From an optimization exercise on the open Yosys and OpenROAD flow, aimed at small area; shortcuts taken in it are not production practice. At most, simulation tests tie the RTL to the original design; equivalence was not proved.

## east
// fir_sym_filter
module fir_sym_filter (
    input  logic               clk,
    input  logic               rst,
    input  logic               in_valid,
    input  logic               in_last,
    input  logic signed [15:0] in_sample,
    output logic               out_valid,
    output logic               out_last,
    output logic signed [31:0] out_sample
);
Size in the first run: ~310 flip-flops, about 54 I/O pins.
==> flow/config.mk <==
export PLATFORM = sky130hd
export DESIGN_NAME = fir_sym_filter
export DESIGN_NICKNAME = fir_sym_filter
export VERILOG_FILES = /design/flow/design.v
export SDC_FILE = /design/flow/constraint.sdc
export NUM_CORES = 4
export LEC_CHECK = 0
export CAP_MARGIN = 20
export CORE_MARGIN = 2
export CORE_UTILIZATION = 40
export CTS_BUF_LIST = sky130_fd_sc_hd__clkbuf_4 sky130_fd_sc_hd__clkbuf_8
export CTS_CLUSTER_DIAMETER = 60
export CTS_CLUSTER_SIZE = 20
export SLEW_MARGIN = 20
export SYNTH_HIERARCHICAL = 1
export SYNTH_MINIMUM_KEEP_SIZE = 0
==> flow/constraint.sdc <==
create_clock -name core_clock -period 6.5 [get_ports {clk}]
set_input_delay 1.3000 -clock core_clock [delete_from_list [all_inputs] [get_ports {clk}]]
set_output_delay 1.3000 -clock core_clock [all_outputs]
set_load 0.01 [all_outputs]
standard.sh (not shown) runs the stock make flow with config.mk's settings and CLKGATE_MAP_FILE= SYNTH_SCRIPT=/design/flow/synth_recipe.tcl, a recipe that flattens the netlist after the stock synthesis.
==> flow/flow/run.sh <==
#!/bin/bash
# The standard layout (standard.sh), with two changes made through
# ORFS's own variables:
#  - the port buffers are the smallest buffer, sky130_fd_sc_hd__buf_1
#    (every input and output port still gets one);
#  - clock tree synthesis inserts no dummy loads, and uses clkbuf_4/clkbuf_8
#    with clusters of up to 20 sinks within 60 um.
# Each tool's full output stays in ORFS's log folder; standard.sh's own
# output goes to standard.log.
export BUFFER_PORTS_ARGS="-buffer_cell sky130_fd_sc_hd__buf_1"
export CTS_ARGS="-sink_clustering_enable -repair_clock_nets -dont_use_dummy_load -buf_list {sky130_fd_sc_hd__clkbuf_4 sky130_fd_sc_hd__clkbuf_8} -sink_clustering_size 20 -sink_clustering_max_diameter 60"
bash standard.sh > standard.log 2>&1
status=$?
cp standard.sh standard_sh_copy.log 2>/dev/null
exit $status
Modified inputs, north compared to east
==> flow/flow/run.sh <==
#!/bin/bash
# The standard layout (standard.sh), with two changes made through
# ORFS's own variables:
#  - the port buffers are the smallest buffer, sky130_fd_sc_hd__buf_1
#    (every input and output port still gets one);
#  - clock tree synthesis inserts no dummy loads, and uses clkbuf_8/clkbuf_16
#    with clusters of up to 36 sinks within 80 um.
# Each tool's full output stays in ORFS's log folder; standard.sh's own
# output goes to standard.log.
export BUFFER_PORTS_ARGS="-buffer_cell sky130_fd_sc_hd__buf_1"
export CTS_ARGS="-sink_clustering_enable -repair_clock_nets -dont_use_dummy_load -buf_list {sky130_fd_sc_hd__clkbuf_8 sky130_fd_sc_hd__clkbuf_16} -sink_clustering_size 36 -sink_clustering_max_diameter 80"
bash standard.sh > standard.log 2>&1
status=$?
cp standard.sh standard_sh_copy.log 2>/dev/null
exit $status
==> comparison <==
Lower net total in the final layout goes to north over east. Global routing usage on met2: north vs east — no meaningful difference.
No functional check of the RTL was part of any run of this note.

---

delta:
fir_sym_filter, a different RTL version from the one above (not shown whole).
Size: about 960 cells after synthesis, about 300 flip-flops, about 54 I/O pins, ~0.017 mm2 of cells after synthesis.
clock: 6.5 ns
lec_check: 0
cap_margin: 20
core_margin: 2
core_utilization: 70
cts_buf_list: sky130_fd_sc_hd__clkbuf_4 sky130_fd_sc_hd__clkbuf_8
cts_cluster_diameter: 60
cts_cluster_size: 20
place_density: 0.85
slew_margin: 20
synth_hierarchical: 1
synth_minimum_keep_size: 0
==> flow/flow/run.sh <==
#!/bin/bash
# The standard layout (standard.sh), with two changes made through
# ORFS's own variables:
#  - the port buffers are the smallest buffer, sky130_fd_sc_hd__buf_1
#    (every input and output port still gets one);
#  - clock tree synthesis inserts no dummy loads, and uses clkbuf_4/clkbuf_8
#    with clusters of up to 20 sinks within 60 um.
# Each tool's full output stays in ORFS's log folder; standard.sh's own
# output goes to standard.log.
export BUFFER_PORTS_ARGS="-buffer_cell sky130_fd_sc_hd__buf_1"
export CTS_ARGS="-sink_clustering_enable -repair_clock_nets -dont_use_dummy_load -buf_list {sky130_fd_sc_hd__clkbuf_4 sky130_fd_sc_hd__clkbuf_8} -sink_clustering_size 20 -sink_clustering_max_diameter 60"
bash standard.sh > standard.log 2>&1
status=$?
cp standard.sh standard_sh_copy.log 2>/dev/null
exit $status
delta ran to completion and came out clean on the timing, DRC and antenna checks.
For indigo, these inputs were changed with respect to delta:
- a change of CORE_UTILIZATION from 70 to 40
- a deleted PLACE_DENSITY that had been 0.85
indigo has required arrival time at the worst endpoint above what delta had.
Comparing indigo and delta, the lower highest cell delay on the worst timing path was measured on indigo.
Compared with delta, indigo shows wire length of the first global-routing pass that has gone up by a few percent.
Between indigo and delta, number of placed instances, taps included is lower for delta, indigo comes in above that.
indigo vs. delta: growth of design area from synthesis to finish went up by 2.0 points.
Min sum of routed wire length over all layers across indigo and delta: delta
The final reports for indigo and delta show final cell count higher in the former.
indigo vs delta — amount of wire on met2 after detailed routing climbed by a few percent
Input changes introduced in cedar (baseline for comparison: indigo):
- setting PLACE_DENSITY to 0.75 for the first time
- changing CORE_UTILIZATION from 40 to 60
### Flow results
Summary of cedar over indigo: register-to-register slack dropped 0.03 ns; wire length of the first global-routing pass dropped 2500 um.
The following lists how tundra was set up differently from cedar:
- an added GPL_TIMING_DRIVEN of 0
Findings:
Global-route usage | tundra below cedar. Delta (tundra minus cedar): met1 track demand over resource saw a decrease; total area of multi-input combinational cells saw little to no change; maximum frequency saw a decrease. Against cedar as the reference, tundra delivers a higher worst slew margin relative to its limit. Core utilization | tundra above cedar. Diff tundra and cedar: final routed wire length divided by cell count lower in tundra. Going from cedar to tundra, the worst-margin pin slew was found to have gone down by 0.43 ns.
> inputs changed (tundra -> juniper)
- GPL_TIMING_DRIVEN: 0 -> unset
==> flow/flow/run.sh <==
#!/bin/bash
# The standard layout (standard.sh), with two changes made through
# ORFS's own variables:
#  - the port buffers are the smallest buffer, sky130_fd_sc_hd__buf_1
#    (every input and output port still gets one);
#  - clock tree synthesis inserts no dummy loads, and uses clkbuf_2/clkbuf_4
#    with clusters of up to 12 sinks within 40 um.
# Each tool's full output stays in ORFS's log folder; standard.sh's own
# output goes to standard.log.
export BUFFER_PORTS_ARGS="-buffer_cell sky130_fd_sc_hd__buf_1"
export CTS_ARGS="-sink_clustering_enable -repair_clock_nets -dont_use_dummy_load -buf_list {sky130_fd_sc_hd__clkbuf_2 sky130_fd_sc_hd__clkbuf_4} -sink_clustering_size 12 -sink_clustering_max_diameter 40"
bash standard.sh > standard.log 2>&1
status=$?
cp standard.sh standard_sh_copy.log 2>/dev/null
exit $status
--- outcome ---
Routed length on met1: lower on tundra
On number of buffers other than clock buffers in the final layout, the lower figure sits with juniper, not tundra.
Between tundra and juniper, the flow reports number of inserted filler cells in the final layout increasing slightly.
Worst-margin pin slew: juniper vs tundra up 0.44 ns
Achievable frequency delta (juniper -> tundra): insignificant

==> static timing again, ports no longer ideal <==
The flow's constraints put no driver on any port. The routed layouts listed below were extracted and timed again, unchanged, in two steps. Step 1, drivers: a clkbuf_16 drives clk and a buf_2 each remaining input, both assumed. Step 2, shift: input delay + t, output delay - t, t = (earliest + latest rising clock arrival at the registers) / 2. This alone moves slack from input paths to output paths. Three values: no drivers, after step 1, after step 2; two values: the first two.
| run | t, ns | setup slack, ns | slew at the worst register clock pin (ns) |
|---|---|---|---|
| east | 0.635 | 0.406 / 0.406 / 0.406 | 0.12 / 0.12 |
| north | 0.564 | 0.385 / 0.385 / 0.385 | 0.11 / 0.11 |
| delta | 0.576 | 0.301 / 0.301 / 0.301 | 0.12 / 0.12 |
| indigo | 0.641 | 0.307 / 0.307 / 0.307 | 0.11 / 0.11 |
| cedar | 0.575 | 0.272 / 0.272 / 0.272 | 0.11 / 0.11 |
| tundra | 0.587 | 0.229 / 0.229 / 0.229 | 0.11 / 0.11 |
| juniper | 0.655 | 0.239 / 0.239 / 0.239 | 0.12 / 0.12 |
After both steps every run listed still meets setup and hold.
